From an optimization exercise on the open Yosys and OpenROAD flow, aimed at small area, a short achievable clock period and few clock cycles per item; shortcuts taken in it are not production practice.
Only simulation tests tie the RTL to the original design; equivalence was not proved.

[flow/design.v]
module mul_div_unit #(
  parameter int XLEN = 32
) (
  input  logic            CLK,
  input  logic            RESET_N,
  input  logic            start,
  input  logic            flush,
  input  logic [4:0]      ALU_sel,
  input  logic [XLEN-1:0] operand1,
  input  logic [XLEN-1:0] operand2,
  output logic            is_md,
  output logic            busy,
  output logic            done,
  output logic [XLEN-1:0] result
);
  typedef enum logic [2:0] {S_IDLE, S_MUL, S_DPREP, S_DIV, S_FIX, S_DONE} state_t;
  state_t       r_state;
  logic [2:0]   r_op;
  logic         r_neg_q;      
  logic         r_neg_r;      
  logic [32:0]  r_x;          
  logic [32:0]  r_y;          
  logic [63:0]  r_acc;        
  logic [4:0]   r_cnt;        
  logic [11:0]  r_bs;         
  logic [31:0]  r_result;
  assign is_md = (ALU_sel[4:3] == 2'b01);
  wire w_accept = (r_state == S_IDLE) && start && is_md && !flush;
  wire w_sa = !(ALU_sel[1] & ALU_sel[0]);
  wire w_sb = !ALU_sel[1];
  wire [32:0] w_a_ext = {w_sa & operand1[31], operand1};
  wire [32:0] w_b_ext = {w_sb & operand2[31], operand2};
  function automatic logic [3:0] chunks(input logic [32:0] v);
    chunks[0] = !((&v[32:7])  | ~(|v[32:7]));
    chunks[1] = !((&v[32:15]) | ~(|v[32:15]));
    chunks[2] = !((&v[32:23]) | ~(|v[32:23]));
    chunks[3] = !((&v[32:31]) | ~(|v[32:31]));
  endfunction
  wire [3:0] w_ta = chunks(w_a_ext);
  wire [3:0] w_tb = chunks(w_b_ext);
  wire       w_swap = |(w_tb & ~w_ta);           
  wire        w_dsgn  = !ALU_sel[0];
  wire        w_neg_a = w_dsgn & operand1[31];
  wire        w_neg_b = w_dsgn & operand2[31];
  wire [31:0] w_abs_a = w_neg_a ? (~operand1 + 32'd1) : operand1;
  wire [31:0] w_abs_b = w_neg_b ? (~operand2 + 32'd1) : operand2;
  function automatic logic [5:0] lzc(input logic [31:0] v);
    lzc = 6'd32;
    for (int i = 0; i < 32; i++) if (v[i]) lzc = 6'(31 - i);
  endfunction
  wire [5:0]  w_la   = lzc(w_abs_a);
  wire [5:0]  w_lb   = lzc(w_abs_b);
  wire        w_bz   = (operand2 == 32'd0);
  wire        w_qz   = (w_la > w_lb);
  wire [4:0]  w_sh   = 5'(w_lb - w_la);
  wire [5:0]  w_lsa  = lzc(w_a_ext[31:0] ^ {32{w_a_ext[32]}});
  wire [5:0]  w_lsb  = lzc(w_b_ext[31:0] ^ {32{w_b_ext[32]}});
  wire        w_hshort = (ALU_sel[1:0] != 2'b00) && ({1'b0, w_lsa} + {1'b0, w_lsb} >= 7'd33);
  wire        w_hneg = (w_a_ext[32] ^ w_b_ext[32]) && (operand1 != 32'd0) && (operand2 != 32'd0);
  function automatic logic [8:0] window(input logic [32:0] v, input logic [2:0] j);
    logic [40:0] vx;
    vx = {{7{v[32]}}, v, 1'b0};
    case (j)
      3'd0:    window = vx[8:0];
      3'd1:    window = vx[16:8];
      3'd2:    window = vx[24:16];
      3'd3:    window = vx[32:24];
      default: window = vx[40:32];
    endcase
  endfunction
  function automatic logic [2:0] count4(input logic [3:0] t);
    count4 = {2'b00, t[0]} + {2'b00, t[1]} + {2'b00, t[2]} + {2'b00, t[3]};
  endfunction
  wire [2:0] w_topa = count4(w_ta);
  wire [2:0] w_topb = count4(w_tb);
  wire [8:0] w_wina = window(w_a_ext, w_topa);
  wire [8:0] w_winb = window(w_b_ext, w_topb);
  function automatic logic [11:0] bsel(input logic [8:0] w);
    for (int i = 0; i < 4; i++) begin
      logic b2, b1, b0;
      b0 = w[2*i];
      b1 = w[2*i+1];
      b2 = w[2*i+2];
      bsel[3*i]   = b1 ^ b0;
      bsel[3*i+1] = (b2 & ~b1 & ~b0) | (~b2 & b1 & b0);
      bsel[3*i+2] = b2;
    end
  endfunction
  logic [41:0] w_pp [4];
  logic [3:0]  w_neg;
  always_comb begin
    for (int i = 0; i < 4; i++) begin
      logic b2, one, two;
      logic [33:0] mag, p;
      one = r_bs[3*i];
      two = r_bs[3*i+1];
      b2  = r_bs[3*i+2];
      mag = one ? {r_x[32], r_x} : (two ? {r_x, 1'b0} : 34'd0);
      p   = b2 ? ~mag : mag;
      w_neg[i] = b2;
      w_pp[i]  = {{8{p[33]}}, p} << (2*i);
    end
  end
  wire [41:0] w_low = {2'b01, r_acc[31:0], 8'd0} + w_pp[0] + w_pp[1] + w_pp[2] + w_pp[3]
                    + {35'd0, w_neg[3], 1'b0, w_neg[2], 1'b0, w_neg[1], 1'b0, w_neg[0]};
  wire [23:0] w_up    = r_acc[55:32];
  wire [23:0] w_up_nx = w_low[41] ? (w_up + 24'd1) : (w_low[40] ? w_up : (w_up - 24'd1));
  wire [63:0] w_acc_nx = {w_up_nx, w_low[39:0]};
  wire [31:0] w_ra   = r_acc[31:0];
  wire [31:0] w_d0  = r_x[31:0];
  wire [31:0] w_d1  = {1'b0, r_x[31:1]};
  wire [32:0] w_s0  = {1'b0, w_ra} - {1'b0, w_d0};
  wire        w_q0  = !w_s0[32];
  wire [31:0] w_r0  = w_q0 ? w_s0[31:0] : w_ra;
  wire [32:0] w_s1  = {1'b0, w_r0} - {1'b0, w_d1};
  wire        w_q1  = !w_s1[32];
  wire [31:0] w_r1  = w_q1 ? w_s1[31:0] : w_r0;
  wire        w_one = (r_cnt == 5'd0);                  
  wire        w_last = (r_cnt[4:1] == 4'd0);
  wire [31:0] w_rem_nx = w_one ? w_r0 : w_r1;
  wire [31:0] w_quo_nx = w_one ? {r_acc[62:32], w_q0} : {r_acc[61:32], w_q0, w_q1};
  wire        w_div_neg = r_op[1] ? r_neg_r : r_neg_q;
  wire        w_lo      = r_op[2] ? r_op[1] : (r_op[1:0] == 2'b00);
  wire [31:0] w_sel     = w_lo ? r_acc[31:0] : r_acc[63:32];
  wire [31:0] w_fix_res = ~w_sel + 32'd1;
  always_ff @(posedge CLK or negedge RESET_N) begin
    if (!RESET_N) begin
      r_state  <= S_IDLE;
      r_result <= '0;
    end else begin
      case (r_state)
        S_IDLE:  if (w_accept) begin
                   if (!ALU_sel[2])        r_state <= w_hshort ? S_DONE : S_MUL;
                   else if (w_bz || w_qz)  r_state <= (ALU_sel[1] && w_neg_a) ? S_FIX : S_DONE;
                   else                    r_state <= S_DPREP;
                 end
        S_MUL:   if (flush) r_state <= S_IDLE;
                 else if (r_cnt[2:0] == 3'd0) r_state <= S_DONE;
        S_DPREP: if (flush) r_state <= S_IDLE;
                 else r_state <= S_DIV;
        S_DIV:   if (flush) r_state <= S_IDLE;
                 else if (w_last) r_state <= w_div_neg ? S_FIX : S_DONE;
        S_FIX:   if (flush) r_state <= S_IDLE;
                 else r_state <= S_DONE;
        S_DONE: begin
          r_state  <= S_IDLE;
          r_result <= w_sel;
        end
        default: r_state <= S_IDLE;
      endcase
    end
  end
  always_ff @(posedge CLK) begin
    case (r_state)
      S_IDLE: if (w_accept) begin
        r_op    <= ALU_sel[2:0];
        r_neg_q <= (w_neg_a ^ w_neg_b) && !w_bz;
        r_neg_r <= w_neg_a;
        r_x     <= ALU_sel[2] ? {1'b0, w_abs_b} : (w_swap ? w_b_ext : w_a_ext);
        r_y     <= w_swap ? w_a_ext : w_b_ext;
        r_acc   <= ALU_sel[2] ? {{32{w_bz}}, w_abs_a} : {{32{w_hshort && w_hneg}}, 32'd0};
        r_cnt   <= ALU_sel[2] ? w_sh : {2'b00, w_swap ? w_topa : w_topb};
        r_bs    <= bsel(w_swap ? w_wina : w_winb);
      end
      S_MUL: begin
        r_acc <= w_acc_nx;
        r_cnt <= r_cnt - 5'd1;
        r_bs  <= bsel(window(r_y, r_cnt[2:0] - 3'd1));
      end
      S_DPREP: r_x <= {1'b0, r_x[31:0] << r_cnt};
      S_DIV: begin
        r_acc <= {w_quo_nx, w_rem_nx};
        r_x   <= {2'b00, r_x[32:2]};
        r_cnt <= r_cnt - 5'd2;
      end
      S_FIX: r_acc <= {w_fix_res, w_fix_res};
      default: ;
    endcase
  end
  assign busy   = (r_state != S_IDLE);
  assign done   = (r_state == S_DONE);
  assign result = (r_state == S_DONE) ? w_sel : r_result;
endmodule
[flow/run.sh]
#!/bin/bash
# synth_recipe.tcl (not shown) runs the flow's synth.tcl, then flattens the netlist and writes it again
# the make line also repeats each setting of config.mk as NAME=value (left out here)
make -C /OpenROAD-flow-scripts/flow DESIGN_CONFIG=/design/flow/config.mk WORK_HOME=/design/flow/orfs CLKGATE_MAP_FILE= SYNTH_SCRIPT=/design/flow/synth_recipe.tcl finish
[flow/config.mk]
export PLATFORM = sky130hd
export DESIGN_NAME = mul_div_unit
export DESIGN_NICKNAME = mul_div_unit
export VERILOG_FILES = /design/flow/design.v
export SDC_FILE = /design/flow/constraint.sdc
export NUM_CORES = 4
export LEC_CHECK = 0
export ABC_AREA = 1
export CAP_MARGIN = 20
export CORE_MARGIN = 2
export CORE_UTILIZATION = 40
export SETUP_SLACK_MARGIN = 5
export SLEW_MARGIN = 20
[flow/constraint.sdc]
create_clock -name core_clock -period 11.0 [get_ports {CLK}]
set_input_delay 2.2000 -clock core_clock [delete_from_list [all_inputs] [get_ports {CLK}]]
set_output_delay 2.2000 -clock core_clock [all_outputs]
set_load 0.01 [all_outputs]
==> run summary, run 1 <==
drc violations = 0
I/O Pins = 108
crit path from = r_bs[3]
layout cells sized above 1 = 13.5%
initial core utilization = 40.6%
Worst Setup EP = r_acc[35]
Synth Register Bits = 187
DRT Pass-1 Iters = 9
largest area contributor in the netlist = edfxtp_1
die area = 76,500 um2
Yosys warnings = 2
RSZ-0062 raised after global routing = yes
Placer Congestion = 1.06
Worst-Skew Late Latency = 0.52 ns
DP Area = 31,600 um2
Crit Path Class = reg2reg
cell count after synthesis = 4,474
post-synth cell types = 68
hold slack = 0.501 ns
worst-margin pin slew = 1.04 ns
Synth Area per Inst = 6.64 um2
Core Box Area = 73,200 um2
top-area cell type share of the netlist area = 15.4%
CP Launch Type = flop
RR Startpoint = r_bs[3]
top area cells in the synthesized netlist = edfxtp_1 15%, o21ai_0 12%, nand2_1 10%, xor2_1 8.8%, inv_1 8.7%
CP Max Fanout = 32
Final #Nets = 4,935
Total Neg Setup Slack = 0 ns
Pins Over Slew Limit = 0
DIE WIDTH = 277 um
DR WL/cell = 25.4 um
CTS hold repair buffers = 0
fillcell total = 7,574
first-pass GRT wire length = 204,000 um
die height = 277 um
vias in the first global route = 31,700
IO Port Bufs = 107
ys async rst share = 18.7%
final std cells w/o fill = 5,578
# Max-Cap Violations = 0
CTS tree = built
Crit path required time = 11.22 ns
Reg2Reg Depth = 23
xor-xnor portion of the synthesized cell area = 9.61%
routed vias = 33,200
worst min path class = reg2reg
area delta synth->final = 18.4%
Placement Setup Slack = 2.64 ns
CTS Sinks = 187
Antenna Nets Post-Route = 0
row cnt = 99
Placed Cells = 5,380
syn nets = 4,805
CTS root buf = clkbuf_16
GRT Total Usage = 35.6%
Initial DRC Count = 3,902
maximum root-to-sink buffer count = 2
Post-Route Skew = 0.0167 ns
vias per cell = 5.95
crit share post-route = 56.9%
total CTS buffers = 17
worst path arrival time = 6.49 ns
clock-pin slew on the worst setup and hold paths = 0.08 ns
final WL = 142,000 um
Worst setup EP type = flop
post-layout minimum cycle time = 6.26 ns
Final HPWL DP = 107,000 um
largest net degree at the start of global routing = 85
Final Instance Area = 35,200 um2
Final WS setup = 4.74 ns
top-count cell post-synth = nand2_1
Peak Freq = 160 MHz
sequential area share after synthesis = 18.3%
post-synthesis mux area share = 0.644%
H-Tree Depth = 4
outcome = no timing/DRC/antenna violations
commonest cells in the netlist = 825 x nand2_1, 700 x o21ai_0, 692 x inv_1, 311 x nor2_1, 300 x xor2_1
total grt overflow = 0
Post-synth EDFFs = 152
Post-synth top flop = edfxtp_1
final hold vios = 0
RR Endpoint = r_acc[35]
final setup fails = 0
synthesized area = 29,700 um2
Post-Synth Adder-Cell Area = 13.7%
initial antenna violation count = 7
simple-gate portion of the synthesized area = 20.8%
slew margin rel. = 30.7%
main combinational cell family by area after synthesis = compound AO/OA/AOI/OAI gates
Synth Area in Compound Gates = 25.1%
## kinds of logic after synthesis
group / Yosys count
AOI/OAI and AO/OA: 1309
xor gates and xnor gates: 326
adders and majority gates: 258
buffers and inverters: 919
DFF: 187
muxes: 19
and+or+nand+nor: 1456
## critical path: stages (launching register included)
cell        delay, ns
edfxtp_1         0.44
clkinvlp_4       0.18
buf_12           0.16
clkbuf_16        0.20
o21ai_0          0.22
xor2_1           0.22
fa_1             0.45
inv_1            0.08
fa_1             0.43
fa_1             0.50
inv_1            0.04
ha_1             0.44
a21oi_1          0.21
inv_1            0.14
a221oi_1         0.25
o21ai_1          0.18
a21oi_1          0.24
o21ai_0          0.16
nand4_1          0.11
o211ai_1         0.13
nand2_1          0.11
o211ai_1         0.11
o21ai_0          0.81
nand4_1          0.15
## flip-flops by register name, summed over array words and instances, names as in the netlist
signal / count
r_neg_r: 1
r_neg_q: 1
r_cnt: 5
r_state: 3
r_acc: 64
r_op: 3
r_result: 32
r_bs: 12
r_y: 33
r_x: 33
## per-stage QoR
| step | utilization, % |
|---|---|
| global placement | 43.2 |
| CTS | 46.3 |
| floorplan | - |
| global route | 48.1 |
| detailed placement | 43.2 |
| finish | 48.1 |
## layer usage
metal	vias up	routed length, um	GRT usage (%)
met5	-	26	0
met4	4	12000	24.9
met3	542	11700	6.45
met2	1770	64300	58.5
met1	15600	53600	42.1
li1	15300	-	-
## cell type report
type / count / area [um2] / share of cell area (%)
clock buffers: 17 / 425 / 1.21
well taps: 959 / 1200 / 3.41
repair buffers: 307 / 2920 / 8.29
clock inverters: 15 / 139 / 0.395
repair inverters: 2 / 15.0 / 0.0427
multi-input cells: 3371 / 22200 / 63.2
inverters: 718 / 2810 / 8.00
diodes: 2 / 5.00 / 0.0142
flip-flops and latches: 187 / 5440 / 15.5
## layout by cell type, fill, tap and decap left out, types with 13 or more instances in the layout
cell             instances
a21oi_1                246
a21oi_2                 24
a221oi_1                20
a31oi_1                 36
buf_12                  17
buf_4                  162
clkbuf_16               23
clkbuf_2                17
clkdlybuf4s50_1         47
clkinvlp_4              24
dfrtp_1                 35
dlygate4sd2_1           18
edfxtp_1               152
fa_1                   110
ha_1                   127
ha_4                    13
inv_1                  639
inv_2                   38
mux2i_1                 18
nand2_1                799
nand2_2                 26
nand3_1                102
nand4_1                 52
nor2_1                 290
nor2_2                  25
nor3_1                  45
nor4_1                  14
o2111ai_1               44
o211ai_1                44
o21ai_0                640
o21ai_1                 47
o21ai_2                 27
o221ai_1                24
o22ai_1                 32
or2_2                   28
xnor2_1                 24
xor2_1                 279
xor2_2                  16
## worst min-delay path by stage
stage                       from      endpoint  slack (ns)  depth (start not counted)
global placement    r_result[28]  r_result[28]        0.48                          2
CTS                 r_result[21]  r_result[21]        0.50                          2
floorplan            r_result[0]   r_result[0]        0.56                          2
global route        r_result[30]  r_result[30]        0.54                          2
finish              r_result[21]  r_result[21]        0.50                          2
detailed placement  r_result[21]  r_result[21]        0.49                          2
## repair_timing
| item | CTS | global route |
|---|---|---|
| resized for setup | 351 | 236 |
| buffers inserted | 88 | 60 |
| setup endpoints to repair | 138 | 93 |
| cloned | 9 | 7 |
| pin swaps | 31 | 51 |
Testbench counts, summed over its fixed seeds: cycles 9,142, ops 2,400.
==> run 2, diff against run 1 <==
--- a/flow/config.mk
+++ b/flow/config.mk
@@ -9,5 +9,6 @@
 export CAP_MARGIN = 20
 export CORE_MARGIN = 2
 export CORE_UTILIZATION = 40
+export CTS_BUF_LIST = sky130_fd_sc_hd__clkbuf_4 sky130_fd_sc_hd__clkbuf_8
 export SETUP_SLACK_MARGIN = 5
 export SLEW_MARGIN = 20
==> run 2 against run 1 <==
Design area down 0.44%. Die area unchanged. Largest cell class unchanged.
==> run summary, run 2 <==
initial antenna violation count = 8 (+1)
area delta synth->final = 17.9%
worst min path class = reg2reg
CTS root buf = clkbuf_8
slew margin rel. = 31.0% (+0.34 points)
hold slack = 0.509 ns (+0.00778 ns)
xor-xnor portion of the synthesized cell area = 9.61% (unchanged)
crit share post-route = 56.9% (about the same)
Final HPWL DP = 107,000 um (unchanged)
top-count cell post-synth = nand2_1
H-Tree Depth = 4 (unchanged)
# Max-Cap Violations = 0 (unchanged)
Final #Nets = 4,938 (+0.061%)
DRT Pass-1 Iters = 6 (-3)
die area = 76,500 um2 (unchanged)
post-synth cell types = 68 (unchanged)
GRT Total Usage = 35.7% (+0.069 points)
final hold vios = 0 (unchanged)
Yosys warnings = 2 (unchanged)
post-synthesis mux area share = 0.644% (unchanged)
commonest cells in the netlist = 825 x nand2_1, 700 x o21ai_0, 692 x inv_1, 311 x nor2_1, 300 x xor2_1
total grt overflow = 0 (unchanged)
max reg flops = 64 (unchanged)
row cnt = 99 (unchanged)
Total Neg Setup Slack = 0 ns (unchanged)
drc violations = 0 (unchanged)
CTS tree = built
post-layout minimum cycle time = 6.26 ns (-0.00537 ns)
DIE WIDTH = 277 um (unchanged)
Post-Route Skew = 0.0253 ns (+0.00865 ns)
IO Port Bufs = 107 (unchanged)
Post-synth EDFFs = 152 (unchanged)
Peak Freq = 160 MHz (about the same)
clock-pin slew on the worst setup and hold paths = 0.11 ns (+0.03 ns)
CP Max Fanout = 26 (-19%)
Worst setup EP type = flop
vias in the first global route = 31,500 (-0.69%)
Synth Area per Inst = 6.64 um2 (unchanged)
worst-margin pin slew = 1.03 ns (-0.00508 ns)
CTS Sinks = 187 (unchanged)
maximum root-to-sink buffer count = 2 (unchanged)
Initial DRC Count = 3,692 (-5.4%)
sequential area share after synthesis = 18.3% (unchanged)
Synth Area in Compound Gates = 25.1% (unchanged)
Reg with most FFs = r_acc
layout cells sized above 1 = 13.7% (+0.23 points)
Synth Register Bits = 187 (unchanged)
biggest regs = r_acc: 64 flops, r_x: 33 flops, r_y: 33 flops
Worst-Skew Late Latency = 0.60 ns (+0.08 ns)
simple-gate portion of the synthesized area = 20.8% (unchanged)
Post-synth top flop = edfxtp_1
first-pass GRT wire length = 204,000 um (about the same)
synthesized area = 29,700 um2 (unchanged)
DR WL/cell = 25.4 um (about the same)
ys async rst share = 18.7% (unchanged)
main combinational cell family by area after synthesis = compound AO/OA/AOI/OAI gates
vias per cell = 5.97 (+0.36%)
Crit Path Class = reg2reg
Post-Synth Adder-Cell Area = 13.7% (unchanged)
top-area cell type share of the netlist area = 15.4% (unchanged)
final WL = 142,000 um (about the same)
I/O Pins = 108 (unchanged)
initial core utilization = 40.6% (unchanged)
worst path arrival time = 6.61 ns (+0.12 ns)
grt peak-use layer = met2
GR Util met3 = 6.21% (-0.24 points)
most frequent cells in the layout = 800 x nand2_1, 646 x o21ai_0, 635 x inv_1
most common cell after layout, fill and taps aside = nand2_1
CP Launch Type = flop
largest area contributor in the netlist = edfxtp_1
Placer Congestion = 1.06 (unchanged)
RSZ-0062 raised after global routing = yes
syn nets = 4,805 (unchanged)
CTS hold repair buffers = 0 (unchanged)
die height = 277 um (unchanged)
total CTS buffers = 17 (unchanged)
Core Box Area = 73,200 um2 (unchanged)
cell count after synthesis = 4,474 (unchanged)
top area cells in the synthesized netlist = edfxtp_1 15%, o21ai_0 12%, nand2_1 10%, xor2_1 8.8%, inv_1 8.7%
Pins Over Slew Limit = 0 (unchanged)
routed vias = 33,300 (+0.45%)
largest net degree at the start of global routing = 85 (unchanged)
final setup fails = 0 (unchanged)
met2 GRT Util = 58.7% (+0.14 points)
Crit path required time = 11.35 ns (+0.13 ns)
GR Util met1 = 42.3% (+0.26 points)
Antenna Nets Post-Route = 0 (unchanged)
outcome = no timing/DRC/antenna violations
## run 2: logic make-up (layout without fill, tap and decap cells)
group | Yosys count | in the layout
and+or+nand+nor | 1456 | 1458
AOI/OAI and AO/OA | 1309 | 1310
buffers and inverters | 919 | 1062
xor gates and xnor gates | 326 | 326
adders and majority gates | 258 | 258
DFF | 187 | 187
muxes | 19 | 19
other | 0 | 4
## run 2: area by class of cell
| class | instances | area [um2] |
|---|---|---|
| fill | 7637 | 38200 |
| multi-input combinational | 3371 | 22200 |
| sequential | 187 | 5440 |
| timing repair buffer | 311 | 2960 |
| inverter | 718 | 2820 |
| tap | 959 | 1200 |
| clock buffer | 17 | 234 |
| clock inverter | 15 | 139 |
| antenna | 4 | 10.0 |
| timing repair inverter | 1 | 7.51 |
## run 2: worst max-delay path, cell delays in order (launching register included)
cell and delay (ns):
edfxtp_1 0.47, buf_4 0.17, o21ai_2 0.26, xor2_2 0.34
inv_1 0.27, fa_1 0.55, inv_1 0.06, fa_1 0.48
fa_1 0.50, inv_1 0.05, ha_1 0.33, a21oi_1 0.25
o21ai_0 0.17, a221oi_1 0.31, nand4_1 0.15, or2_2 0.29
nand2_1 0.10, buf_8 0.19, clkinv_8 0.15, nor2_1 0.15
nand3_1 0.11, nand2_1 0.13, o21ai_0 0.13, o21ai_0 0.16
a21oi_1 0.06, nand3b_1 0.15
## run 2: final timing paths
check	slack, ns	to	startpoint	depth (start not counted)
setup / recovery	4.74	r_acc[61]	r_bs[0]	25
hold / removal	0.51	r_result[28]	r_result[28]	2
setup reg to reg	4.74	r_acc[61]	r_bs[0]	25
hold reg to reg	0.51	r_result[28]	r_result[28]	2
max in group asynchronous	8.76	r_state[2]	RESET_N	1
min in group asynchronous	1.69	r_result[25]	RESET_N	1
## run 2: repair_timing
action / CTS / global route
gates cloned: 11 / 5
pin swaps: 28 / 53
setup endpoints to repair: 138 / 90
buffers inserted: 79 / 72
gates resized for setup: 345 / 222
## run 2: layer usage
| metal | part of all wire (%) | up-vias |
|---|---|---|
| li1 | - | 15300 |
| met1 | 38 | 15700 |
| met2 | 45 | 1833 |
| met3 | 8.4 | 526 |
| met4 | 8.4 | 4 |
| met5 | 0.019 | - |
## run 2: stage by stage
step | std cells | setup WS [ns] | util (%) | area, um2
after detailed placement | 5380 | 2.64 | 43.2 | 31600
after CTS | 5502 | 4.91 | 46.0 | 33700
after global routing | 5581 | 4.49 | 47.8 | 35000
final | 5583 | 4.74 | 47.8 | 35000
after global placement | 5380 | 2.72 | 43.2 | 31600
after floorplan | 4474 | 5.00 | - | 29800
==> run 3, diff against run 2 <==
--- a/flow/design.v
+++ b/flow/design.v
@@ -23,6 +23,7 @@
   logic [63:0]  r_acc;        
   logic [4:0]   r_cnt;        
   logic [11:0]  r_bs;         
+  logic [1:0]   r_dlt;        
   logic [31:0]  r_result;
   assign is_md = (ALU_sel[4:3] == 2'b01);
   wire w_accept = (r_state == S_IDLE) && start && is_md && !flush;
@@ -103,9 +104,13 @@
   end
   wire [41:0] w_low = {2'b01, r_acc[31:0], 8'd0} + w_pp[0] + w_pp[1] + w_pp[2] + w_pp[3]
                     + {35'd0, w_neg[3], 1'b0, w_neg[2], 1'b0, w_neg[1], 1'b0, w_neg[0]};
-  wire [23:0] w_up    = r_acc[55:32];
-  wire [23:0] w_up_nx = w_low[41] ? (w_up + 24'd1) : (w_low[40] ? w_up : (w_up - 24'd1));
-  wire [63:0] w_acc_nx = {w_up_nx, w_low[39:0]};
+  function automatic logic [23:0] adj24(input logic [23:0] v, input logic [1:0] d);
+    adj24 = d[1] ? (v + 24'd1) : (d[0] ? (v - 24'd1) : v);
+  endfunction
+  wire [15:0] w_up16   = r_dlt[1] ? (r_acc[55:40] + 16'd1) : (r_dlt[0] ? (r_acc[55:40] - 16'd1) : r_acc[55:40]);
+  wire [63:0] w_acc_nx = {w_up16, r_acc[39:32], w_low[39:0]};
+  wire [1:0]  w_dlt_nx = {w_low[41], !w_low[41] && !w_low[40]};
+  wire [31:0] w_hi     = {adj24(r_acc[63:40], r_dlt), r_acc[39:32]};
   wire [31:0] w_ra   = r_acc[31:0];
   wire [31:0] w_d0  = r_x[31:0];
   wire [31:0] w_d1  = {1'b0, r_x[31:1]};
@@ -121,7 +126,7 @@
   wire [31:0] w_quo_nx = w_one ? {r_acc[62:32], w_q0} : {r_acc[61:32], w_q0, w_q1};
   wire        w_div_neg = r_op[1] ? r_neg_r : r_neg_q;
   wire        w_lo      = r_op[2] ? r_op[1] : (r_op[1:0] == 2'b00);
-  wire [31:0] w_sel     = w_lo ? r_acc[31:0] : r_acc[63:32];
+  wire [31:0] w_sel     = w_lo ? r_acc[31:0] : w_hi;
   wire [31:0] w_fix_res = ~w_sel + 32'd1;
   always_ff @(posedge CLK or negedge RESET_N) begin
     if (!RESET_N) begin
@@ -161,9 +166,11 @@
         r_acc   <= ALU_sel[2] ? {{32{w_bz}}, w_abs_a} : {{32{w_hshort && w_hneg}}, 32'd0};
         r_cnt   <= ALU_sel[2] ? w_sh : {2'b00, w_swap ? w_topa : w_topb};
         r_bs    <= bsel(w_swap ? w_wina : w_winb);
+        r_dlt   <= 2'b00;
       end
       S_MUL: begin
         r_acc <= w_acc_nx;
+        r_dlt <= w_dlt_nx;
         r_cnt <= r_cnt - 5'd1;
         r_bs  <= bsel(window(r_y, r_cnt[2:0] - 3'd1));
       end
==> flow/config.mk (replaced) <==
export PLATFORM = sky130hd
export DESIGN_NAME = mul_div_unit
export DESIGN_NICKNAME = mul_div_unit
export VERILOG_FILES = /design/flow/design.v
export SDC_FILE = /design/flow/constraint.sdc
export NUM_CORES = 4
export LEC_CHECK = 0
export CAP_MARGIN = 20
export CORE_MARGIN = 2
export CORE_UTILIZATION = 40
export SETUP_SLACK_MARGIN = 5
export SLEW_MARGIN = 20
==> run 3 against run 2 <==
Sequential share of layout area increased by 0.10 points. Design area increased by 0.43%. Critical path type is now in2reg. Count of clock-buffer cells in the layout up 1. Maximum frequency shrank 3.3%. Still clean. Flip-flop and latch count rose by 2. Cell count decreased by 13%. Routed wire length is 8.9% lower.
==> run summary, run 3 <==
final hold vios = 0 (unchanged)
first-pass GRT wire length = 186,000 um (-8.9%)
CP Launch Type = input pin
Yosys warnings = 2 (unchanged)
RSZ-0062 raised after global routing = yes
layout cells sized above 1 = 18.0% (+4.3 points)
synthesized area = 29,500 um2 (-0.58%)
Crit Path Class = in2reg
Worst setup EP type = flop
Post-synth top flop = edfxtp_1
final WL = 129,000 um (-8.9%)
fillcell total = 7,199 (-5.7%)
DR WL/cell = 26.4 um (+4.2%)
top-count cell post-synth = nand2_1
vias per cell = 6.42 (+7.5%)
clock-pin slew on the worst setup and hold paths = 0.08 ns (-0.03 ns)
H-Tree Depth = 4 (unchanged)
CTS tree = built
RR Endpoint = r_acc[5]
GRT Total Usage = 32.6% (-3.1 points)
die area = 76,100 um2 (-0.57%)
CTS root buf = clkbuf_16
Core Box Area = 73,100 um2 (-0.17%)
most frequent cells in the layout = 413 x nand2_1, 265 x a21oi_1, 250 x nor2_1
ys async rst share = 18.5% (-0.20 points)
worst min path class = reg2reg
IO Port Bufs = 107 (unchanged)
Worst-Skew Late Latency = 0.53 ns (-0.07 ns)
DIE WIDTH = 276 um (-0.28%)
CTS Sinks = 189 (+1.1%)
worst-margin pin slew = 1.12 ns (+0.0888 ns)
family with the most delay on the worst path = compound AO/OA/AOI/OAI gates
Post-synth EDFFs = 154 (+1.3%)
Synth Area per Inst = 7.70 um2 (+16%)
CP Buf/Inv Count = 2 (-4)
Hold Path End = r_result[5]
total grt overflow = 0 (unchanged)
most common cell after layout, fill and taps aside = nand2_1
CTS hold repair buffers = 0 (unchanged)
vias in the first global route = 28,900 (-8.4%)
max reg flops = 64 (unchanged)
Initial DRC Count = 4,379 (+19%)
Antenna Nets Post-Route = 0 (unchanged)
post-synth cell types = 90 (+32%)
final core occ = 48.1% (+0.28 points)
routed vias = 31,300 (-6.0%)
cell chain of the critical path = clkdlybuf4s50_1 -> and3_1 -> o22ai_1 -> a22oi_1 -> a21oi_1 -> a21oi_1 -> o22ai_1 -> o21a_1 -> nor3_2 -> o21ai_1 -> o311a_1 -> ha_1 -> a21o_1 -> a21oi_2 -> o21bai_1 -> a21oi_1 -> xor2_1 -> a21oi_1 -> o32ai_2 -> buf_4 -> o21ai_4 -> nand3_4 -> or3b_1
maximum root-to-sink buffer count = 2 (unchanged)
biggest regs = r_acc: 64 flops, r_x: 33 flops, r_y: 33 flops
Reg2Reg Depth = 29 (+16%)
die height = 276 um (-0.28%)
Pins Over Slew Limit = 0 (unchanged)
outcome = no timing/DRC/antenna violations
cell count after synthesis = 3,839 (-14%)
Hold Crit Depth = 2 (unchanged)
drc violations = 0 (unchanged)
I/O Pins = 108 (unchanged)
Peak Freq = 155 MHz (-3.3%)
initial core utilization = 40.4% (-0.17 points)
top-area cell type share of the netlist area = 15.7% (+0.29 points)
final std cells w/o fill = 4,880 (-13%)
RR Startpoint = r_x[5]
slowest CP cell = clkdlybuf4s50_1
hold slack = 0.495 ns (-0.0135 ns)
sequential area share after synthesis = 18.6% (+0.31 points)
Post-Route Skew = 0.0179 ns (-0.00745 ns)
largest net degree at the start of global routing = 65 (-24%)
syn nets = 4,169 (-13%)
Final HPWL DP = 91,200 um (-15%)
# Max-Cap Violations = 0 (unchanged)
Most common cell on crit path = a21oi_1
Total Neg Setup Slack = 0 ns (unchanged)
Reg with most FFs = r_acc
top area cells in the synthesized netlist = edfxtp_1 16%, fa_1 7.6%, xnor2_1 6.4%, ha_1 6.1%, nand2_1 5.5%
worst path arrival time = 6.74 ns (+0.13 ns)
worst hold start = r_result[5]
total CTS buffers = 17 (unchanged)
DRT Pass-1 Iters = 27 (+21)
largest area contributor in the netlist = edfxtp_1
slew margin rel. = 25.0% (-6.0 points)
initial antenna violation count = 0 (-8)
largest stage delay on the critical path = 0.72 ns (+0.17 ns)
Synth Register Bits = 189 (+1.1%)
row cnt = 99 (unchanged)
commonest cells in the netlist = 432 x nand2_1, 289 x a21oi_1, 278 x clkbuf_1, 265 x nor2_1, 254 x o21ai_0
post-layout minimum cycle time = 6.47 ns (+0.210 ns)
Placer Congestion = 1.00 (-5.4%)
area delta synth->final = 19.1%
CP Max Fanout = 11 (-58%)
final setup fails = 0 (unchanged)
Final #Nets = 4,236 (-14%)
Placed Cells = 4,662 (-13%)
crit share post-route = 58.8% (+1.9 points)
Crit path required time = 11.28 ns (-0.07 ns)
## run 3: through the flow
stage / cell area [um2] / setup WS, ns
6_report: 35200 / 4.53
5_1_grt: 35200 / 4.28
4_1_cts: 34000 / 4.66
3_5_place_dp: 31400 / 2.11
3_3_place_gp: 31400 / 2.13
2_1_floorplan: 29800 / 4.66
## run 3: tightest hold or removal path, cell delays in order (launching register included)
cell     delay, ns
dfrtp_1       0.33
nand2_1       0.04
o21ai_0       0.09
## run 3: cell families (layout without fill, tap and decap cells)
group	after synthesis	in the layout	synth area share, %
flops	189	189	18.6
compound gates	1156	1160	25.1
simple gates	1182	1184	18.8
xor+xnor	361	361	10.7
mux	140	140	5.98
fa+ha+maj	257	257	13.7
other cells	0	2	0
buf+inv	554	628	7.09
## run 3: how the worst max path moves through the flow
stage                     cells after the start  slack, ns   endpoint         start
after global placement                       26       2.13  r_acc[56]    ALU_sel[1]
after CTS                                    28       4.66  r_acc[56]  operand1[31]
final                                        23       4.53  r_acc[56]  operand1[13]
after floorplan                              24       4.66  r_acc[63]   operand2[7]
after detailed placement                     26       2.11  r_acc[56]    ALU_sel[1]
after global routing                         27       4.28  r_acc[56]   operand2[2]
## run 3: timing repair
action	4_1_cts	5_1_grt
setup buffers	97	68
cloned	13	6
resized for setup	414	167
endpoints found under the setup margin	161	99
pin swaps	103	73
## run 3: routing by layer
layer	global-route usage (%)	part of all wire, %	wire length [um]	up-vias
li1	-	-	-	13900
met1	42.2	38	49600	15100
met2	51.7	45	57900	1894
met3	5.17	9.6	12400	398
met4	18.4	7.1	9110	0
met5	0	0	0	-
## run 3: cell type report
type	count	area, um2	share of cell area [%]
multi-input combinational	3102	23600	67.1
sequential	189	5500	15.6
timing repair buffer	361	3410	9.69
tap	959	1200	3.41
inverter	235	900	2.56
clock buffer	18	429	1.22
clock inverter	14	135	0.384
antenna	2	5.00	0.0142
Testbench counts of run 3, summed over its fixed seeds: cycles 9,142, ops 2,400.
==> run 4, diff against run 3 <==
--- a/flow/design.v
+++ b/flow/design.v
@@ -46,8 +46,21 @@
   wire [31:0] w_abs_a = w_neg_a ? (~operand1 + 32'd1) : operand1;
   wire [31:0] w_abs_b = w_neg_b ? (~operand2 + 32'd1) : operand2;
   function automatic logic [5:0] lzc(input logic [31:0] v);
-    lzc = 6'd32;
-    for (int i = 0; i < 32; i++) if (v[i]) lzc = 6'(31 - i);
+    logic [7:0] nz;
+    logic [1:0] pos [8];
+    logic [3:0] h4;
+    logic [1:0] h2;
+    logic [2:0] ln;
+    for (int j = 0; j < 8; j++) begin
+      nz[j]  = |v[4*j +: 4];
+      pos[j] = v[4*j+3] ? 2'd0 : (v[4*j+2] ? 2'd1 : (v[4*j+1] ? 2'd2 : 2'd3));
+    end
+    ln[2] = ~|nz[7:4];
+    h4    = ln[2] ? nz[3:0] : nz[7:4];
+    ln[1] = ~|h4[3:2];
+    h2    = ln[1] ? h4[1:0] : h4[3:2];
+    ln[0] = ~h2[1];
+    lzc   = (nz == 8'd0) ? 6'd32 : {1'b0, ln, pos[3'd7 - ln]};
   endfunction
   wire [5:0]  w_la   = lzc(w_abs_a);
   wire [5:0]  w_lb   = lzc(w_abs_b);
--- a/flow/config.mk
+++ b/flow/config.mk
@@ -5,6 +5,7 @@
 export SDC_FILE = /design/flow/constraint.sdc
 export NUM_CORES = 4
 export LEC_CHECK = 0
+export ABC_AREA = 1
 export CAP_MARGIN = 20
 export CORE_MARGIN = 2
 export CORE_UTILIZATION = 40
==> run 4 against run 3 <==
Still clean on timing, DRC and antenna. Synthesized cell count up 30%. Register-to-register slack better by 0.25 ns. Core utilization down 1.8 points. Largest cell class unchanged. Global-route usage up 4.1 points. Flip-flop and latch count unchanged.
==> run summary, run 4 <==
syn nets = 5,303 (+27%)
Final #Nets = 5,429 (+28%)
Total Neg Setup Slack = 0 ns (unchanged)
final hold vios = 0 (unchanged)
ys async rst share = 18.5% (unchanged)
initial core utilization = 40.3% (-0.095 points)
Post-Synth Adder-Cell Area = 12.7% (-1.0 points)
sequential area share after synthesis = 17.3% (-1.3 points)
Synth Area in Compound Gates = 22.9% (-2.2 points)
outcome = no timing/DRC/antenna violations
top area cells in the synthesized netlist = edfxtp_1 15%, nand2_1 13%, o21ai_0 10%, inv_1 7.7%, fa_1 7.1%
GRT Total Usage = 36.7% (+4.1 points)
Placer Congestion = 1.06 (+5.4%)
CTS tree = built
Peak Freq = 163 MHz (+5.4%)
Reg area = 5500 um2 (unchanged)
largest stage delay on the critical path = 0.40 ns (-0.32 ns)
row cnt = 103 (+4.0%)
total grt overflow = 0 (unchanged)
slew margin rel. = 27.9% (+2.9 points)
biggest regs = r_acc: 64 flops, r_x: 33 flops, r_y: 33 flops
largest net degree at the start of global routing = 68 (+4.6%)
DIE WIDTH = 286 um (+3.6%)
simple-gate portion of the synthesized area = 28.5% (+9.7 points)
CP Buf/Inv Count = 6 (+4)
xor-xnor portion of the synthesized cell area = 6.54% (-4.2 points)
Multi-input gate area = 23,600 um2 (unchanged)
Crit path required time = 11.35 ns (+0.07 ns)
I/O Pins = 108 (unchanged)
final WL = 153,000 um (+19%)
maximum root-to-sink buffer count = 2 (unchanged)
most common cell after layout, fill and taps aside = nand2_1
slowest CP cell = dlygate4sd2_1
CTS Sinks = 189 (unchanged)
most frequent cells in the layout = 1,059 x nand2_1, 647 x o21ai_0, 617 x inv_1
die area = 81,700 um2 (+7.4%)
vias per cell = 5.88 (-8.3%)
Post-synth top flop = edfxtp_1
DRT Pass-1 Iters = 6 (-78%)
Yosys warnings = 6 (+4)
commonest cells in the netlist = 1,081 x nand2_1, 666 x o21ai_0, 651 x inv_1, 423 x nor2_1, 270 x a21oi_1
# diodes = 0 (-2)
area delta synth->final = 14.9%
Post-Route Skew = 0.0220 ns (+0.00410 ns)
main combinational cell family by area after synthesis = simple AND/OR/NAND/NOR gates
Synth Register Bits = 189 (unchanged)
Pins Over Slew Limit = 0 (unchanged)
Initial DRC Count = 4,112 (-6.1%)
CTS root buf = clkbuf_16
total CTS buffers = 17 (unchanged)
cell count after synthesis = 4,974 (+30%)
Crit Path Class = in2reg
crit share post-route = 55.8% (-3.0 points)
post-layout minimum cycle time = 6.14 ns (-0.333 ns)
clock-pin slew on the worst setup and hold paths = 0.08 ns (about the same)
RR Startpoint = r_x[20]
post-synth cell types = 69 (-23%)
Worst-Skew Late Latency = 0.51 ns (-0.02 ns)
worst path arrival time = 6.49 ns (-0.25 ns)
worst-margin pin slew = 1.07 ns (-0.0527 ns)
worst min path class = reg2reg
synthesized area = 31,800 um2 (+7.5%)
largest area contributor in the netlist = edfxtp_1
die height = 286 um (+3.6%)
RSZ-0062 raised after global routing = yes
CP Launch Type = input pin
layout cells sized above 1 = 13.0% (-5.1 points)
cell depth of the worst setup path = 29 (+26%)
Hold Path End = r_result[15]
first-pass GRT wire length = 222,000 um (+19%)
Final WS setup = 4.86 ns (+0.333 ns)
max reg flops = 64 (unchanged)
Final HPWL DP = 122,000 um (+34%)
Post-synth EDFFs = 154 (unchanged)
routed vias = 36,300 (+16%)
top-count cell post-synth = nand2_1
final setup fails = 0 (unchanged)
Reg with most FFs = r_acc
drc violations = 0 (unchanged)
# Max-Cap Violations = 0 (unchanged)
Antenna Nets Post-Route = 0 (unchanged)
Hold Crit Depth = 2 (unchanged)
Core Box Area = 78,700 um2 (+7.7%)
fillcell total = 8,382 (+16%)
Placement Setup Slack = 2.54 ns (+0.436 ns)
post-synthesis mux area share = 0.725% (-5.3 points)
Worst setup EP type = flop
vias in the first global route = 33,800 (+17%)
H-Tree Depth = 4 (unchanged)
worst hold start = r_result[15]
RR Endpoint = r_acc[37]
DR WL/cell = 24.9 um (-5.8%)
CP Max Fanout = 8 (-3)
Synth Area per Inst = 6.38 um2 (-17%)
family with the most delay on the worst path = simple AND/OR/NAND/NOR gates
Reg2Reg Depth = 23 (-21%)
IO Port Bufs = 107 (unchanged)
top-area cell type share of the netlist area = 14.6% (-1.1 points)
initial antenna violation count = 5 (+5)
run 4: cell count changes in the layout (fill, tap and decap cells not counted), moves of 96 or more:
cell     change
a22oi_1     -96
inv_1      +403
nand2_1    +646
nand3_1    +142
nor2_1     +126
o21ai_0    +431
xnor2_1    -173
run 4: cell type report:
cell class                 instances  area share (%)
timing repair buffer             302            7.37
multi-input combinational       3876            64.7
clock buffer                      20            1.28
sequential                       189            15.1
inverter                         714            7.61
tap                             1050            3.60
clock inverter                    12           0.381
run 4: metrics by stage:
step	util, %	std cells	hold slack (ns)	instance area [um2]
2_1_floorplan	-	4974	0.506	31800
3_3_place_gp	42.8	5991	0.460	33700
3_5_place_dp	42.8	5991	0.470	33700
4_1_cts	44.9	6081	0.489	35400
5_1_grt	46.3	6163	0.516	36500
6_report	46.3	6163	0.485	36500
run 4: timing repair:
| item | 4_1_cts | 5_1_grt |
|---|---|---|
| cloned | 5 | 0 |
| resized for setup | 299 | 187 |
| pin swaps | 40 | 54 |
| setup endpoints to repair | 102 | 93 |
| buffers inserted | 53 | 81 |
| hold buffers | 0 | 0 |
run 4: kinds of logic after synthesis:
| kind of cell | Yosys count |
|---|---|
| AO/OA/AOI/OAI | 1287 |
| XOR/XNOR | 237 |
| adder cells (fa/ha/maj) | 256 |
| buffers and inverters | 911 |
| flip-flops | 189 |
| multiplexers | 23 |
| AND/OR/NAND/NOR | 2071 |
run 4: worst max-delay path by stage:
| stage | from | end | slack (ns) |
|---|---|---|---|
| after floorplan | operand2[31] | r_acc[51] | 5.02 |
| after global routing | operand2[17] | r_acc[49] | 4.69 |
| after global placement | operand2[31] | r_acc[52] | 2.48 |
| final | operand2[30] | r_acc[33] | 4.86 |
| after CTS | operand2[31] | r_acc[32] | 4.91 |
| after detailed placement | operand2[31] | r_acc[42] | 2.54 |
run 4: worst min-delay path, delay by kind of cell, from the launching register on:
kind,cells,cell delay [ns]
flip-flops,1,0.32
AND/OR/NAND/NOR,2,0.13
run 4: layer usage:
layer	part of all wire [%]	routed length (um)	track usage [%]	up-vias
met5	0.026	40	0	-
met2	45	69400	59.6	1880
met4	9.2	14100	28.3	6
met1	38	58700	43.7	16900
met3	7.3	11200	5.35	526
li1	-	-	-	16900
Testbench counts of run 4, summed over its fixed seeds: cycles 9,142, ops 2,400.
==> run 5, diff against run 4 <==
--- a/flow/design.v
+++ b/flow/design.v
@@ -46,30 +46,29 @@
   wire [31:0] w_abs_a = w_neg_a ? (~operand1 + 32'd1) : operand1;
   wire [31:0] w_abs_b = w_neg_b ? (~operand2 + 32'd1) : operand2;
   function automatic logic [5:0] lzc(input logic [31:0] v);
-    logic [7:0] nz;
-    logic [1:0] pos [8];
-    logic [3:0] h4;
-    logic [1:0] h2;
-    logic [2:0] ln;
-    for (int j = 0; j < 8; j++) begin
-      nz[j]  = |v[4*j +: 4];
-      pos[j] = v[4*j+3] ? 2'd0 : (v[4*j+2] ? 2'd1 : (v[4*j+1] ? 2'd2 : 2'd3));
-    end
-    ln[2] = ~|nz[7:4];
-    h4    = ln[2] ? nz[3:0] : nz[7:4];
-    ln[1] = ~|h4[3:2];
-    h2    = ln[1] ? h4[1:0] : h4[3:2];
-    ln[0] = ~h2[1];
-    lzc   = (nz == 8'd0) ? 6'd32 : {1'b0, ln, pos[3'd7 - ln]};
-  endfunction
-  wire [5:0]  w_la   = lzc(w_abs_a);
-  wire [5:0]  w_lb   = lzc(w_abs_b);
+    lzc = 6'd32;
+    for (int i = 0; i < 32; i++) if (v[i]) lzc = 6'(31 - i);
+  endfunction
+  function automatic logic [31:0] smear(input logic [31:0] v);    
+    smear = v | (v >> 1);
+    smear = smear | (smear >> 2);
+    smear = smear | (smear >> 4);
+    smear = smear | (smear >> 8);
+    smear = smear | (smear >> 16);
+  endfunction
   wire        w_bz   = (operand2 == 32'd0);
-  wire        w_qz   = (w_la > w_lb);
+  wire        w_qz   = ((w_abs_a & ~(smear(w_abs_b) >> 1)) == 32'd0);
+  wire [5:0]  w_la   = lzc(r_acc[31:0]);
+  wire [5:0]  w_lb   = lzc(r_x[31:0]);
   wire [4:0]  w_sh   = 5'(w_lb - w_la);
-  wire [5:0]  w_lsa  = lzc(w_a_ext[31:0] ^ {32{w_a_ext[32]}});
-  wire [5:0]  w_lsb  = lzc(w_b_ext[31:0] ^ {32{w_b_ext[32]}});
-  wire        w_hshort = (ALU_sel[1:0] != 2'b00) && ({1'b0, w_lsa} + {1'b0, w_lsb} >= 7'd33);
+  function automatic logic [3:0] sgroups(input logic [32:0] v);
+    logic [31:0] u;
+    u = v[31:0] ^ {32{v[32]}};      
+    sgroups = {3'd0, |u[31:3]}  + {3'd0, |u[31:7]}  + {3'd0, |u[31:11]} + {3'd0, |u[31:15]}
+            + {3'd0, |u[31:19]} + {3'd0, |u[31:23]} + {3'd0, |u[31:27]} + {3'd0, u[31]};
+  endfunction
+  wire [4:0]  w_gsum   = {1'b0, sgroups(w_a_ext)} + {1'b0, sgroups(w_b_ext)};
+  wire        w_hshort = (ALU_sel[1:0] != 2'b00) && (w_gsum <= 5'd6);
   wire        w_hneg = (w_a_ext[32] ^ w_b_ext[32]) && (operand1 != 32'd0) && (operand2 != 32'd0);
   function automatic logic [8:0] window(input logic [32:0] v, input logic [2:0] j);
     logic [40:0] vx;
@@ -177,7 +176,7 @@
         r_x     <= ALU_sel[2] ? {1'b0, w_abs_b} : (w_swap ? w_b_ext : w_a_ext);
         r_y     <= w_swap ? w_a_ext : w_b_ext;
         r_acc   <= ALU_sel[2] ? {{32{w_bz}}, w_abs_a} : {{32{w_hshort && w_hneg}}, 32'd0};
-        r_cnt   <= ALU_sel[2] ? w_sh : {2'b00, w_swap ? w_topa : w_topb};
+        r_cnt   <= {2'b00, w_swap ? w_topa : w_topb};
         r_bs    <= bsel(w_swap ? w_wina : w_winb);
         r_dlt   <= 2'b00;
       end
@@ -187,7 +186,10 @@
         r_cnt <= r_cnt - 5'd1;
         r_bs  <= bsel(window(r_y, r_cnt[2:0] - 3'd1));
       end
-      S_DPREP: r_x <= {1'b0, r_x[31:0] << r_cnt};
+      S_DPREP: begin
+        r_x   <= {1'b0, r_x[31:0] << w_sh};
+        r_cnt <= w_sh;
+      end
       S_DIV: begin
         r_acc <= {w_quo_nx, w_rem_nx};
         r_x   <= {2'b00, r_x[32:2]};
==> run 5 against run 4 <==
Register-to-register slack got worse by 0.22 ns. Worst setup slack got worse by 0.85 ns. Flip-flop and latch count unchanged. Largest cell class unchanged. Maximum frequency decreased by 12%. Routed wire length decreased by 4.0%. Global-route usage increased by 1.6 points. Highest routed layer unchanged. Critical endpoint is now r_acc[55].
==> run summary, run 5 <==
RR Endpoint = r_acc[32]
die area = 74,900 um2 (-8.2%)
CP Max Fanout = 8 (unchanged)
DIE WIDTH = 274 um (-4.2%)
Final Instance Area = 34,900 um2 (-4.5%)
die height = 274 um (-4.2%)
area delta synth->final = 19.7%
CTS hold repair buffers = 0 (unchanged)
worst hold start = r_result[21]
max reg flops = 64 (unchanged)
worst-margin pin slew = 1.06 ns (-0.0146 ns)
synthesized area = 29,100 um2 (-8.3%)
Antenna Nets Post-Route = 0 (unchanged)
IO Port Bufs = 107 (unchanged)
CTS tree = built
sequential area share after synthesis = 18.9% (+1.6 points)
Reg with most FFs = r_acc
main combinational cell family by area after synthesis = compound AO/OA/AOI/OAI gates
# Max-Cap Violations = 0 (unchanged)
Placer Congestion = 1.04 (-1.7%)
Yosys warnings = 2 (-4)
outcome = no timing/DRC/antenna violations
Reg2Reg Depth = 24 (+4.3%)
maximum root-to-sink buffer count = 2 (unchanged)
layout cells sized above 1 = 15.8% (+2.8 points)
final hold vios = 0 (unchanged)
RSZ-0062 raised after global routing = yes
Placement Setup Slack = 2.45 ns (-0.0969 ns)
drc violations = 0 (unchanged)
biggest regs = r_acc: 64 flops, r_x: 33 flops, r_y: 33 flops
initial core utilization = 40.6% (+0.25 points)
largest area contributor in the netlist = edfxtp_1
final WL = 147,000 um (-4.0%)
vias per cell = 6.02 (+2.4%)
Synth Area per Inst = 6.69 um2 (+4.7%)
Worst setup EP type = flop
crit share post-route = 63.5% (+7.7 points)
post-synth cell types = 73 (+5.8%)
ys async rst share = 18.5% (unchanged)
post-layout minimum cycle time = 6.98 ns (+0.847 ns)
total CTS buffers = 17 (unchanged)
most frequent cells in the layout = 807 x nand2_1, 612 x o21ai_0, 527 x inv_1
worst path arrival time = 7.17 ns (+0.68 ns)
slew margin rel. = 29.4% (+1.5 points)
Synth Register Bits = 189 (unchanged)
Total Neg Setup Slack = 0 ns (unchanged)
CTS root buf = clkbuf_16
row cnt = 98 (-4.9%)
Post-synth top flop = edfxtp_1
Hold Crit Depth = 2 (unchanged)
Crit Path Class = in2reg
CTS Sinks = 189 (unchanged)
Final HPWL DP = 115,000 um (-5.6%)
worst min path class = reg2reg
Final #Nets = 4,888 (-10%)
H-Tree Depth = 4 (unchanged)
Initial DRC Count = 3,995 (-2.8%)
initial antenna violation count = 6 (+1)
GRT Total Usage = 38.2% (+1.6 points)
syn nets = 4,684 (-12%)
Crit path required time = 11.19 ns (-0.16 ns)
I/O Pins = 108 (unchanged)
DR WL/cell = 26.7 um (+7.2%)
xor-xnor portion of the synthesized cell area = 8.00% (+1.5 points)
Worst-Skew Late Latency = 0.51 ns (about the same)
Post-Synth Adder-Cell Area = 14.1% (+1.4 points)
total grt overflow = 0 (unchanged)
simple-gate portion of the synthesized area = 23.7% (-4.8 points)
Final WS setup = 4.02 ns (-0.847 ns)
final std cells w/o fill = 5,522 (-10%)
most common cell after layout, fill and taps aside = nand2_1
DRT Pass-1 Iters = 7 (+1)
Placed Cells = 5,295 (-12%)
RR Startpoint = r_x[8]
top area cells in the synthesized netlist = edfxtp_1 16%, o21ai_0 11%, nand2_1 11%, fa_1 8.2%, inv_1 7.6%
Pins Over Slew Limit = 0 (unchanged)
clock-pin slew on the worst setup and hold paths = 0.08 ns (about the same)
final core occ = 48.6% (+2.3 points)
Post-Route Skew = 0.0259 ns (+0.00392 ns)
vias in the first global route = 31,300 (-7.4%)
Hold Path End = r_result[21]
DP Area = 31,200 um2 (-7.4%)
Post-synth EDFFs = 154 (unchanged)
Synth Area in Compound Gates = 23.8% (+0.93 points)
Core Box Area = 71,700 um2 (-8.9%)
CP Launch Type = input pin
largest net degree at the start of global routing = 76 (+12%)
top-area cell type share of the netlist area = 15.9% (+1.3 points)
routed vias = 33,300 (-8.3%)
top-count cell post-synth = nand2_1
cell count after synthesis = 4,354 (-12%)
post-synthesis mux area share = 0.757% (+0.032 points)
first-pass GRT wire length = 209,000 um (-5.8%)
Peak Freq = 143 MHz (-12%)
commonest cells in the netlist = 826 x nand2_1, 660 x o21ai_0, 592 x inv_1, 323 x nor2_1, 255 x a21oi_1
final setup fails = 0 (unchanged)
==> run 5: changes by cell type after synthesis, moves of 18 or more <==
cell,previous run,this run
nand2_1,1081,826
nor2_1,423,323
nand3_1,247,172
inv_1,651,592
inv_2,51,15
nor2_2,49,14
nand4_1,100,66
xor2_1,206,237
o21ai_1,45,22
or2_2,21,43
nor3_1,48,67
nand2_2,26,8
==> run 5: cell type report <==
class | count | area, um2
Fill cell | 7450 | 36900
Multi-Input combinational cell | 3360 | 21900
Sequential cell | 189 | 5500
Timing Repair Buffer | 357 | 3130
Inverter | 629 | 2490
Tap cell | 950 | 1190
Clock buffer | 17 | 425
Clock inverter | 15 | 166
Timing Repair inverter | 4 | 30.0
Antenna cell | 1 | 2.50
==> run 5: worst max path at each step <==
| stage | end | slack (ns) | start | cells after the start |
|---|---|---|---|---|
| 6_report | r_acc[55] | 4.02 | operand2[25] | 26 |
| 5_1_grt | r_acc[37] | 3.89 | operand2[25] | 26 |
| 4_1_cts | r_acc[46] | 4.12 | operand1[25] | 24 |
| 3_5_place_dp | r_acc[46] | 2.45 | operand2[31] | 24 |
| 3_3_place_gp | r_acc[53] | 2.50 | operand2[19] | 22 |
| 2_1_floorplan | r_acc[48] | 4.06 | operand1[28] | 25 |
==> run 5: kinds of logic after synthesis <==
| logic type | count (synthesis) |
|---|---|
| xor gates and xnor gates | 266 |
| and+or+nand+nor | 1591 |
| muxes | 22 |
| AOI/OAI and AO/OA | 1221 |
| buffers and inverters | 808 |
| adders and majority gates | 257 |
| DFF | 189 |
==> run 5: metrics by stage <==
step / hold WS, ns
after global routing: 0.523
final: 0.486
after floorplan: 0.506
after detailed placement: 0.467
after CTS: 0.492
after global placement: 0.464
==> run 5: timing repair <==
item / in CTS / in global routing
endpoints found under the setup margin: 120 / 121
resized for setup: 442 / 215
cloned: 6 / 7
pin swaps: 51 / 60
buffers inserted: 109 / 72
==> run 5: worst max-delay path, stage by stage <==
cell and delay [ns]:
buf_12 0.09, inv_8 0.03, buf_6 0.11, nor4_4 0.31, nand3_1 0.14, inv_2 0.11
nand3_4 0.10, o31ai_4 0.08, o211ai_1 0.12, ha_1 0.33, xor2_2 0.19, fa_1 0.58
fa_1 0.44, fa_1 0.49, inv_1 0.04, ha_2 0.17, fa_2 0.54, nand3_2 0.07
a21oi_2 0.16, a2111oi_4 0.06, nand3_1 0.13, a31oi_2 0.06, a21oi_4 0.18, buf_12 0.15
clkbuf_16 0.17, nand4_1 0.10
==> run 5: routing by layer <==
layer / vias to the layer above / GRT usage, % / part of all wire, %
met2: 1975 / 59.7 / 43
met5: - / 0 / 0.047
met1: 15600 / 45.8 / 37
li1: 15100 / - / -
met4: 10 / 29.3 / 9.4
met3: 538 / 8.40 / 9.9
Testbench counts of run 5, summed over its fixed seeds: cycles 9,321, ops 2,400.
==> run 6, diff against run 5 <==
--- a/flow/config.mk
+++ b/flow/config.mk
@@ -5,7 +5,6 @@
 export SDC_FILE = /design/flow/constraint.sdc
 export NUM_CORES = 4
 export LEC_CHECK = 0
-export ABC_AREA = 1
 export CAP_MARGIN = 20
 export CORE_MARGIN = 2
 export CORE_UTILIZATION = 40
==> run 6 against run 5 <==
Count of clock-buffer cells in the layout up 1. Design area down 4.5%. Register-to-register slack better by 0.05 ns. Critical endpoint is now r_acc[38]. Highest routed layer unchanged.
==> run summary, run 6 <==
CTS tree = built
top-count cell post-synth = nand2_1
Placer Congestion = 1.03 (-0.86%)
largest stage delay on the critical path = 0.60 ns (+0.02 ns)
Initial DRC Count = 3,520 (-12%)
slew margin rel. = 26.1% (-3.4 points)
DIE WIDTH = 275 um (+0.31%)
largest area contributor in the netlist = edfxtp_1
Placed Cells = 4,540 (-14%)
sequential area share after synthesis = 18.8% (-0.12 points)
CP Max Fanout = 14 (+6)
Total Neg Setup Slack = 0 ns (unchanged)
Final #Nets = 4,039 (-17%)
commonest cells in the netlist = 378 x nand2_1, 291 x nor2_1, 283 x a21oi_1, 251 x clkbuf_1, 235 x o21ai_0
main combinational cell family by area after synthesis = compound AO/OA/AOI/OAI gates
Peak Freq = 139 MHz (-3.2%)
final setup fails = 0 (unchanged)
H-Tree Depth = 4 (unchanged)
worst-margin pin slew = 1.10 ns (+0.0498 ns)
initial core utilization = 40.3% (-0.29 points)
Post-Synth Adder-Cell Area = 14.0% (-0.089 points)
Antenna Nets Post-Route = 0 (unchanged)
final std cells w/o fill = 4,683 (-15%)
vias per cell = 6.48 (+7.6%)
area delta synth->final = 13.6%
top routing layer in use = met5
post-synthesis mux area share = 7.53% (+6.8 points)
total grt overflow = 0 (unchanged)
Synth Area per Inst = 7.93 um2 (+19%)
largest net degree at the start of global routing = 65 (-14%)
Worst setup EP type = flop
CP Launch Type = input pin
CTS hold repair buffers = 0 (unchanged)
routed vias = 30,400 (-8.7%)
Synth Area in Compound Gates = 24.8% (+0.99 points)
max reg flops = 64 (unchanged)
post-layout minimum cycle time = 7.22 ns (+0.234 ns)
outcome = no timing/DRC/antenna violations
Yosys warnings = 2 (unchanged)
Post-synth top flop = edfxtp_1
GRT Total Usage = 34.0% (-4.2 points)
CTS root buf = clkbuf_16
layout cells sized above 1 = 13.8% (-2.0 points)
simple-gate portion of the synthesized area = 18.4% (-5.3 points)
maximum root-to-sink buffer count = 2 (unchanged)
row cnt = 99 (+1.0%)
top area cells in the synthesized netlist = edfxtp_1 16%, fa_1 8.1%, xnor2_1 6.2%, ha_1 5.9%, nand2_1 4.8%
final WL = 131,000 um (-11%)
DRT Pass-1 Iters = 7 (unchanged)
most frequent cells in the layout = 369 x nand2_1, 281 x a21oi_1, 280 x nor2_1
ys async rst share = 18.5% (unchanged)
crit share post-route = 65.6% (+2.1 points)
synthesized area = 29,300 um2 (+0.63%)
Final HPWL DP = 99,300 um (-14%)
Most common cell on crit path = ha_1
worst min path class = reg2reg
top-area cell type share of the netlist area = 15.8% (-0.10 points)
IO Port Bufs = 107 (unchanged)
Routed met2 length = 58,500 um (-8.5%)
worst path arrival time = 7.56 ns (+0.39 ns)
Crit Path Class = in2reg
initial antenna violation count = 5 (-1)
Post-Route Skew = 0.0183 ns (-0.00759 ns)
Reg with most FFs = r_acc
total CTS buffers = 17 (unchanged)
Crit path required time = 11.35 ns (+0.16 ns)
die height = 275 um (+0.31%)
die area = 75,400 um2 (+0.62%)
I/O Pins = 108 (unchanged)
syn nets = 4,023 (-14%)
clock-pin slew on the worst setup and hold paths = 0.08 ns (about the same)
# Max-Cap Violations = 0 (unchanged)
Met1 Routed Length = 51,400 um (-6.4%)
Pins Over Slew Limit = 0 (unchanged)
first-pass GRT wire length = 190,000 um (-8.9%)
drc violations = 0 (unchanged)
CTS Sinks = 189 (unchanged)
biggest regs = r_acc: 64 flops, r_x: 33 flops, r_y: 33 flops
cell chain of the critical path = dlygate4sd2_1 -> nand4_1 -> o21ai_0 -> nand2_2 -> ha_1 -> or3_4 -> ha_1 -> inv_1 -> fa_1 -> fa_1 -> inv_1 -> ha_1 -> a21o_1 -> a21oi_1 -> a31oi_1 -> a311oi_2 -> o311a_1 -> nand4_1 -> buf_6 -> o21ai_4 -> a311oi_1 -> o211ai_1
slowest CP cell = dlygate4sd2_1
Synth Register Bits = 189 (unchanged)
Core Box Area = 72,700 um2 (+1.4%)
DR WL/cell = 28.0 um (+4.9%)
cell count after synthesis = 3,693 (-15%)
Worst-Skew Late Latency = 0.51 ns (about the same)
metal3 WL = 12,300 um (-16%)
most common cell after layout, fill and taps aside = nand2_1
vias in the first global route = 28,500 (-8.8%)
post-synth cell types = 94 (+29%)
Post-synth EDFFs = 154 (unchanged)
RSZ-0062 raised after global routing = yes
final hold vios = 0 (unchanged)
xor-xnor portion of the synthesized cell area = 10.0% (+2.0 points)
-- run 6: cell count changes in the layout (fill, tap and decap cells not counted), moves of 69 or more --
cell,delta
a22oi_1,+126
buf_4,-82
inv_1,-320
mux2i_1,+69
nand2_1,-438
nand3_1,-104
o21ai_0,-387
xnor2_1,+175
xor2_1,-106
-- run 6: worst paths after layout --
path | endpoint | slack [ns] | start | cells past startpoint
worst max-delay path | r_acc[38] | 3.78 | operand2[5] | 22
worst min-delay path | r_result[0] | 0.49 | r_result[0] | 2
worst max register to register | r_acc[32] | 4.89 | r_bs[0] | 21
worst min register to register | r_result[0] | 0.49 | r_result[0] | 2
max in group asynchronous | r_state[0] | 8.57 | RESET_N | 1
min in group asynchronous | r_result[16] | 1.82 | RESET_N | 1
-- run 6: logic make-up after synthesis --
group	Yosys count
DFF	189
AOI/OAI and AO/OA	1112
muxes	171
buffers and inverters	502
xor gates and xnor gates	333
and+or+nand+nor	1129
adders and majority gates	257
-- run 6: layout make-up --
class	instances	area, um2
clock inverter	14	126
timing repair buffer	281	2380
multi-input combinational	3008	22800
fill	7296	39400
antenna	2	5.00
sequential	189	5500
tap	959	1200
clock buffer	18	429
inverter	212	800
-- run 6: per-layer routing --
metal	vias up	global-route usage, %
met2	1813	53.6
li1	13500	-
met5	-	0
met3	379	6.01
met1	14600	43.8
met4	2	20.1
-- run 6: critical path, delay by kind of cell --
kind	cells	cell delay [ns]
adder cells (fa/ha/maj)	5	1.77
AND/OR/NAND/NOR	4	0.76
AO/OA/AOI/OAI	9	1.88
buffers and inverters	4	0.92
-- run 6: repair_timing --
action	4_1_cts	5_1_grt
setup buffers	54	48
gates resized for setup	235	129
pin swaps	26	48
cloned	3	4
endpoints found under the setup margin	146	108
-- run 6: through the flow --
| stage | worst slack [ns] | hold WS, ns | instance area (um2) | util, % |
|---|---|---|---|---|
| 2_1_floorplan | 3.72 | 0.513 | 29500 | - |
| 3_3_place_gp | 2.03 | 0.472 | 31200 | 42.9 |
| 3_5_place_dp | 2.03 | 0.480 | 31200 | 42.9 |
| 4_1_cts | 3.82 | 0.496 | 32500 | 44.8 |
| 5_1_grt | 3.68 | 0.519 | 33300 | 45.8 |
| 6_report | 3.78 | 0.490 | 33300 | 45.8 |

[port drivers added, routing unchanged]
How much do the figures lean on ideal ports? The routed layouts below were timed once more, with nothing changed but the port constraints.
Step 1 assumes that a clkbuf_16 drives the clock port and a buf_2 every other input.
Step 2, shift: input delay + t, output delay - t, t = (earliest + latest rising clock arrival at the registers) / 2. This alone moves slack from input paths to output paths.
a / b / c = ideal / step 1 / step 2; a / b = the first two.
run	t (ns)	setup WS [ns]	worst hold slack (ns)
run 1	0.573	4.737 / 4.737 / 4.221	0.501 / 0.501 / 0.501
run 2	0.651	4.742 / 4.742 / 4.210	0.509 / 0.509 / 0.509
run 3	0.583	4.532 / 4.566 / 3.984	0.495 / 0.495 / 0.495
run 4	0.571	4.864 / 4.897 / 4.326	0.485 / 0.485 / 0.485
run 5	0.563	4.017 / 4.026 / 3.463	0.486 / 0.486 / 0.486
run 6	0.566	3.783 / 3.834 / 3.269	0.490 / 0.490 / 0.490
After both steps every run listed still meets setup and hold. For run 5, which loses most, drivers alone change the setup slack by +0.009 ns; drivers and shift together by -0.554 ns.
